What follows belongs to an exercise in optimizing a design on an open flow for small area and a short achievable clock period; a production flow would make more cautious choices. Where RTL was checked, it was by simulation tests only, not by an equivalence proof against the original. Power figures rest on the tool's default switching activity, not on a simulated workload.

// mcdt_dist
module mcdt_dist
#(
  parameter  int DW    = mcdt_dist_pkg::DIST_DW,
  parameter  int DEPTH = mcdt_dist_pkg::DIST_DEPTH,
  localparam int CNT_W = mcdt_dist_pkg::ptr_width(DEPTH) + 1
) (
  input  logic             clk_i,
  input  logic             rstn_i,
  input  logic [DW-1:0]    mcdt_data_i,
  input  logic             mcdt_val_i,
  input  logic [1:0]       mcdt_id_i,
  output logic [DW-1:0]    ch0_data_o,
  output logic             ch0_valid_o,
  input  logic             ch0_ready_i,
  output logic [CNT_W-1:0] ch0_margin_o,
  output logic [DW-1:0]    ch1_data_o,
  output logic             ch1_valid_o,
  input  logic             ch1_ready_i,
  output logic [CNT_W-1:0] ch1_margin_o,
  output logic [DW-1:0]    ch2_data_o,
  output logic             ch2_valid_o,
  input  logic             ch2_ready_i,
  output logic [CNT_W-1:0] ch2_margin_o,
  output logic [2:0]       ovf_o,
  output logic             bad_id_o,
  input  logic             err_clr_i
);
For scale: roughly 3,300 cells after synthesis, roughly 160 I/O pins, roughly 0.059 sq mm of cells after synthesis.
Settings: LEC_CHECK=0, CAP_MARGIN=20, CORE_MARGIN=2, CORE_UTILIZATION=75, CTS_CLUSTER_DIAMETER=80, CTS_CLUSTER_SIZE=30, SETUP_SLACK_MARGIN=2.1, SLEW_MARGIN=20; clock period 4.2 ns.
standard.sh (not shown) runs the stock make flow with config.mk's settings and CLKGATE_MAP_FILE= SYNTH_SCRIPT=/design/flow/synth_recipe.tcl, a recipe that flattens the netlist after the stock synthesis.
==> flow/flow/run.sh <==
#!/bin/bash
# Standard ORFS layout, with two changes to how it is made:
#  - port buffers are buf_2 cells instead of the default pick (a delay cell);
#  - the resizer may change a cell's footprint when it sizes it.
# The make output goes to flow_make.log in the work folder.
set -euo pipefail
bash standard.sh MATCH_CELL_FOOTPRINT=0 \
  "BUFFER_PORTS_ARGS=-buffer_cell sky130_fd_sc_hd__buf_2" \
  finish > flow_make.log 2>&1
The first run produced a clean layout.
Edit:
--- a/flow/flow/run.sh
+++ b/flow/flow/run.sh
@@ -3 +3 @@
-#  - port buffers are buf_2 cells instead of the default pick (a delay cell);
+#  - port buffers are buf_4 cells instead of the default pick (a delay cell);
@@ -8 +8 @@
-  "BUFFER_PORTS_ARGS=-buffer_cell sky130_fd_sc_hd__buf_2" \
+  "BUFFER_PORTS_ARGS=-buffer_cell sky130_fd_sc_hd__buf_4" \
=> Via count went up by 0.31%. Hold slack improves by 0.024 ns. Die area stays the same. Area after synthesis is unchanged. Sequential power stays flat. Core utilization went up by 0.85 points. Cell count went up by about 0.6%. Global-route usage stays flat. Non-clock buffer count went up by 22.
Edit:
--- a/flow/flow/run.sh
+++ b/flow/flow/run.sh
@@ -3 +3 @@
-#  - port buffers are buf_4 cells instead of the default pick (a delay cell);
+#  - port buffers are buf_2 cells instead of the default pick (a delay cell);
@@ -8 +8 @@
-  "BUFFER_PORTS_ARGS=-buffer_cell sky130_fd_sc_hd__buf_4" \
+  "BUFFER_PORTS_ARGS=-buffer_cell sky130_fd_sc_hd__buf_2" \
--- a/flow/config.mk
+++ b/flow/config.mk
@@ -13 +13 @@
-export SETUP_SLACK_MARGIN = 2.1
+export SETUP_SLACK_MARGIN = 2.0
Result: The new run ran to the end with no violations. Worst setup slack improves by 0.025 ns. Total power went down by a few percent. Clock-buffer cell count went down by 2. Combinational power went down by roughly a tenth. Routed wire length went down slightly. Hold slack degrades by 0.024 ns. First-iteration DRC count went up by a few percent. Via count went down slightly. Fmax went up slightly.
Edit:
--- a/flow/flow/run.sh
+++ b/flow/flow/run.sh
@@ -3 +3 @@
-#  - port buffers are buf_2 cells instead of the default pick (a delay cell);
+#  - port buffers are buf_4 cells instead of the default pick (a delay cell);
@@ -8 +8 @@
-  "BUFFER_PORTS_ARGS=-buffer_cell sky130_fd_sc_hd__buf_2" \
+  "BUFFER_PORTS_ARGS=-buffer_cell sky130_fd_sc_hd__buf_4" \
--- a/flow/config.mk
+++ b/flow/config.mk
@@ -10 +10 @@
-export CORE_UTILIZATION = 75
+export CORE_UTILIZATION = 65
Outcome:
- The changed run produced a clean layout
- final cell count rose by 3.3%
- core utilization fell by 9.5 points
- wire length rose by 2.5%
- synthesized area does not change
- die area rose by 15%
- worst setup slack got worse by 0.018 ns


Setup of red:
mcdt_dist, a different RTL version from the one above (not shown whole).
Size in the first run: roughly 1600 flip-flops, ~60000 um^2 of cells after synthesis.
clock: 4.2 ns
lec_check: 0
abc_clock_period_in_ps: 2500
cap_margin: 20
core_margin: 2
core_utilization: 40
setup_slack_margin: 1.5
slew_margin: 20
==> flow/flow/run.sh <==
#!/bin/bash
# Standard ORFS layout, with two changes to how it is made:
#  - port buffers are buf_4 cells instead of the default pick (a delay cell);
#  - the resizer may change a cell's footprint when it sizes it.
# The make output goes to flow_make.log in the work folder.
set -euo pipefail
bash standard.sh MATCH_CELL_FOOTPRINT=0 \
  "BUFFER_PORTS_ARGS=-buffer_cell sky130_fd_sc_hd__buf_4" \
  finish > flow_make.log 2>&1
> inputs changed (red -> blue)
==> flow/run.sh (new file) <==
#!/bin/bash
# synth_recipe.tcl (not shown) runs the flow's synth.tcl, then flattens the netlist and writes it again
# the make line also repeats each setting of config.mk as NAME=value (left out here)
make -C /OpenROAD-flow-scripts/flow DESIGN_CONFIG=/design/flow/config.mk WORK_HOME=/design/flow/orfs CLKGATE_MAP_FILE= SYNTH_SCRIPT=/design/flow/synth_recipe.tcl finish
removed: flow/flow/run.sh
removed: flow/standard.sh
## What came out
- Looking at cell with the largest stage delay on the worst path, the clkdlybuf4s50_1 result is from blue; the fa_1 one comes from red.
- Higher number of cells on the worst reg-to-reg path among blue and red: red
- Fmax (blue over red): decrease, about 5%
- [compare] base=red new=blue: via count has increased, fraction of power consumed by sequential logic -0.5 points, placed wire-length estimate after detailed placement went up.
Function was not checked in any run of this note: the RTL went through the layout flow alone.


The RTL this note starts from:
==> flow/design.v <==
package mcdt_dist_pkg;
  localparam int DIST_DW    = 32;
  localparam int DIST_DEPTH = 16;
  localparam int NUM_CH     = 3;
  typedef logic [1:0] ch_id_t;
  localparam ch_id_t ID_BAD = 2'b11;
  function automatic int ptr_width(input int depth);
    ptr_width = $clog2(depth);
  endfunction
  localparam int DIST_PTR_W = ptr_width(DIST_DEPTH);
  localparam int DIST_CNT_W = DIST_PTR_W + 1;
endpackage
module dist_fifo
#(
  parameter  int DW    = mcdt_dist_pkg::DIST_DW,
  parameter  int DEPTH = mcdt_dist_pkg::DIST_DEPTH,
  localparam int PTR_W = mcdt_dist_pkg::ptr_width(DEPTH),
  localparam int CNT_W = PTR_W + 1,
  localparam int BDEP  = DEPTH - 1
) (
  input  logic             clk_i,
  input  logic             rstn_i,
  input  logic             push_i,
  input  logic [DW-1:0]    wdata_i,
  input  logic             pop_i,
  output logic [DW-1:0]    rdata_o,
  output logic             valid_o,
  output logic [CNT_W-1:0] margin_o,
  output logic             full_o
);
  logic [DW-1:0]    head_q;
  logic [DW-1:0]    mem [BDEP];
  logic [PTR_W-1:0] wr_ptr;
  logic [PTR_W-1:0] rd_ptr;
  logic [CNT_W-1:0] margin_q;
  logic             valid_q;    
  logic             more_q;     
  logic             two_q;      
  logic             full_q;     
  logic             nfull1_q;   
  logic do_pop, acc, head_en, buf_push, buf_pop;
  logic [BDEP-1:0]  rd_sel;
  logic [DW-1:0]    rd_word;
  always_comb begin
    rd_word = '0;
    for (int e = 0; e < BDEP; e++) begin
      rd_sel[e] = (rd_ptr == PTR_W'(e));
      rd_word   = rd_word | ({DW{rd_sel[e]}} & mem[e]);
    end
  end
  assign do_pop   = pop_i && valid_q;
  assign acc      = push_i && (!full_q || pop_i);
  assign head_en  = !valid_q || pop_i;
  assign buf_push = acc && valid_q && (!pop_i || more_q);
  assign buf_pop  = do_pop && more_q;
  always_ff @(posedge clk_i or negedge rstn_i) begin
    if (!rstn_i) begin
      head_q <= '0;
    end else if (head_en) begin
      if (more_q) head_q <= rd_word;
      else        head_q <= push_i ? wdata_i : '0;
    end
  end
  always_ff @(posedge clk_i or negedge rstn_i) begin
    if (!rstn_i) begin
      wr_ptr   <= '0;
      rd_ptr   <= '0;
      margin_q <= CNT_W'(DEPTH);
      valid_q  <= 1'b0;
      more_q   <= 1'b0;
      two_q    <= 1'b0;
      full_q   <= 1'b0;
      nfull1_q <= 1'b0;
    end else begin
      if (buf_push) wr_ptr <= (wr_ptr == PTR_W'(BDEP - 1)) ? '0 : wr_ptr + PTR_W'(1);
      if (buf_pop)  rd_ptr <= (rd_ptr == PTR_W'(BDEP - 1)) ? '0 : rd_ptr + PTR_W'(1);
      case ({acc, do_pop})
        2'b10: begin
          margin_q <= margin_q - CNT_W'(1);
          valid_q  <= 1'b1;
          more_q   <= valid_q;
          two_q    <= valid_q && !more_q;
          full_q   <= nfull1_q;
          nfull1_q <= (margin_q == CNT_W'(2));
        end
        2'b01: begin
          margin_q <= margin_q + CNT_W'(1);
          valid_q  <= more_q;
          more_q   <= more_q && !two_q;
          two_q    <= (margin_q == CNT_W'(DEPTH - 3));
          full_q   <= 1'b0;
          nfull1_q <= full_q;
        end
        default: ;
      endcase
    end
  end
  always_ff @(posedge clk_i) begin
    for (int e = 0; e < BDEP; e++)
      if (buf_push && wr_ptr == PTR_W'(e)) mem[e] <= wdata_i;
  end
  assign rdata_o  = head_q;
  assign valid_o  = valid_q;
  assign margin_o = margin_q;
  assign full_o   = full_q;
endmodule
module mcdt_dist
#(
  parameter  int DW    = mcdt_dist_pkg::DIST_DW,
  parameter  int DEPTH = mcdt_dist_pkg::DIST_DEPTH,
  localparam int CNT_W = mcdt_dist_pkg::ptr_width(DEPTH) + 1
) (
  input  logic             clk_i,
  input  logic             rstn_i,
  input  logic [DW-1:0]    mcdt_data_i,
  input  logic             mcdt_val_i,
  input  logic [1:0]       mcdt_id_i,
  output logic [DW-1:0]    ch0_data_o,
  output logic             ch0_valid_o,
  input  logic             ch0_ready_i,
  output logic [CNT_W-1:0] ch0_margin_o,
  output logic [DW-1:0]    ch1_data_o,
  output logic             ch1_valid_o,
  input  logic             ch1_ready_i,
  output logic [CNT_W-1:0] ch1_margin_o,
  output logic [DW-1:0]    ch2_data_o,
  output logic             ch2_valid_o,
  input  logic             ch2_ready_i,
  output logic [CNT_W-1:0] ch2_margin_o,
  output logic [2:0]       ovf_o,
  output logic             bad_id_o,
  input  logic             err_clr_i
);
  logic [mcdt_dist_pkg::NUM_CH-1:0] ready;
  logic [mcdt_dist_pkg::NUM_CH-1:0] valid;
  logic [mcdt_dist_pkg::NUM_CH-1:0] full;
  logic [mcdt_dist_pkg::NUM_CH-1:0] push_sel;
  logic [mcdt_dist_pkg::NUM_CH-1:0] ovf_set;
  logic [DW-1:0]     data   [mcdt_dist_pkg::NUM_CH];
  logic [CNT_W-1:0]  margin [mcdt_dist_pkg::NUM_CH];
  logic              bad_set;
  assign ready = {ch2_ready_i, ch1_ready_i, ch0_ready_i};
  for (genvar n = 0; n < mcdt_dist_pkg::NUM_CH; n++) begin : g_ch
    assign push_sel[n] = mcdt_val_i && (mcdt_id_i == 2'(n));
    assign ovf_set[n]  = push_sel[n] && full[n] && !(valid[n] && ready[n]);
    dist_fifo #(
      .DW    (DW),
      .DEPTH (DEPTH)
    ) u_fifo (
      .clk_i    (clk_i),
      .rstn_i   (rstn_i),
      .push_i   (push_sel[n]),
      .wdata_i  (mcdt_data_i),
      .pop_i    (ready[n]),
      .rdata_o  (data[n]),
      .valid_o  (valid[n]),
      .margin_o (margin[n]),
      .full_o   (full[n])
    );
  end
  assign bad_set = mcdt_val_i && (mcdt_id_i == mcdt_dist_pkg::ID_BAD);
  always_ff @(posedge clk_i or negedge rstn_i) begin
    if (!rstn_i) begin
      ovf_o    <= '0;
      bad_id_o <= 1'b0;
    end else if (err_clr_i) begin
      ovf_o    <= ovf_set;
      bad_id_o <= bad_set;
    end else begin
      ovf_o    <= ovf_o | ovf_set;
      bad_id_o <= bad_id_o | bad_set;
    end
  end
  assign ch0_data_o   = data[0];
  assign ch0_valid_o  = valid[0];
  assign ch0_margin_o = margin[0];
  assign ch1_data_o   = data[1];
  assign ch1_valid_o  = valid[1];
  assign ch1_margin_o = margin[1];
  assign ch2_data_o   = data[2];
  assign ch2_valid_o  = valid[2];
  assign ch2_margin_o = margin[2];
endmodule
export LEC_CHECK = 0
export ABC_CLOCK_PERIOD_IN_PS = 2500
export CAP_MARGIN = 20
export CORE_MARGIN = 2
export CORE_UTILIZATION = 65
export SETUP_SLACK_MARGIN = 1.5
export SLEW_MARGIN = 20
create_clock -name core_clock -period 4.2 [get_ports {clk_i}]
run.sh (not shown) runs the stock make flow with config.mk's settings and CLKGATE_MAP_FILE= SYNTH_SCRIPT=/design/flow/synth_recipe.tcl, a recipe that flattens the netlist after the stock synthesis.
Stock flow here: none of the scripts above is used.
The starting point produced a clean layout.
==> next run, changes <==
Settings changed: CORE_UTILIZATION 65 to 40.
What happened: The changed run completed without violations. Critical path depth stays the same. Clock power rises by about 8%. Cell count rises by about 15%. Sequential share of layout area falls by 1.4 points.
No run of this note included a check of the RTL's function; only the layout flow was run.

-- what the ideal ports hide --
In the flow no input, the clock included, has a driving cell. The finished layouts below were timed again as built, in two steps. Step 1 sets driving cells, clkbuf_16 on the clock port and buf_2 on the other inputs (assumed; they add their load-dependent delay and slew). Step 2 adds t to the input delays and takes it off the output delays; t is the mean of the earliest and latest rising clock arrival at the registers after step 1. Input paths then give back, and output paths get back, about the clock's delay inside the block. Slacks: ideal / step 1 / step 2; pairs: ideal / step 1.
run	t, ns	slack for setup (ns)	hold WS [ns]	worst setup path at the end
the first run of note 1	0.743	2.037 / 1.968 / 1.404	0.188 / 0.170 / 0.450	input to register
the second run of note 1	0.747	1.982 / 1.907 / 1.410	0.212 / 0.193 / 0.442	input to register
the third run of note 1	0.747	2.007 / 1.940 / 1.386	0.188 / 0.172 / 0.449	input to register
the fourth run of note 1	0.792	1.989 / 1.918 / 1.342	0.152 / 0.130 / 0.448	input to register
red	0.840	1.688 / 1.688 / 0.948	0.003 / -0.021 / 0.428	input to register
blue	0.841	1.548 / 1.473 / 0.783	0.051 / 0.024 / 0.422	input to register
the first run of note 3	0.818	1.508 / 1.452 / 0.736	0.164 / 0.127 / 0.487	input to register
the second run of note 3	0.863	1.408 / 1.408 / 0.741	0.116 / 0.076 / 0.478	input to register
After both steps every run listed still meets setup and hold. The setup slack of the first run of note 3, which loses most, moves by -0.056 ns with the drivers and by -0.772 ns with both steps.
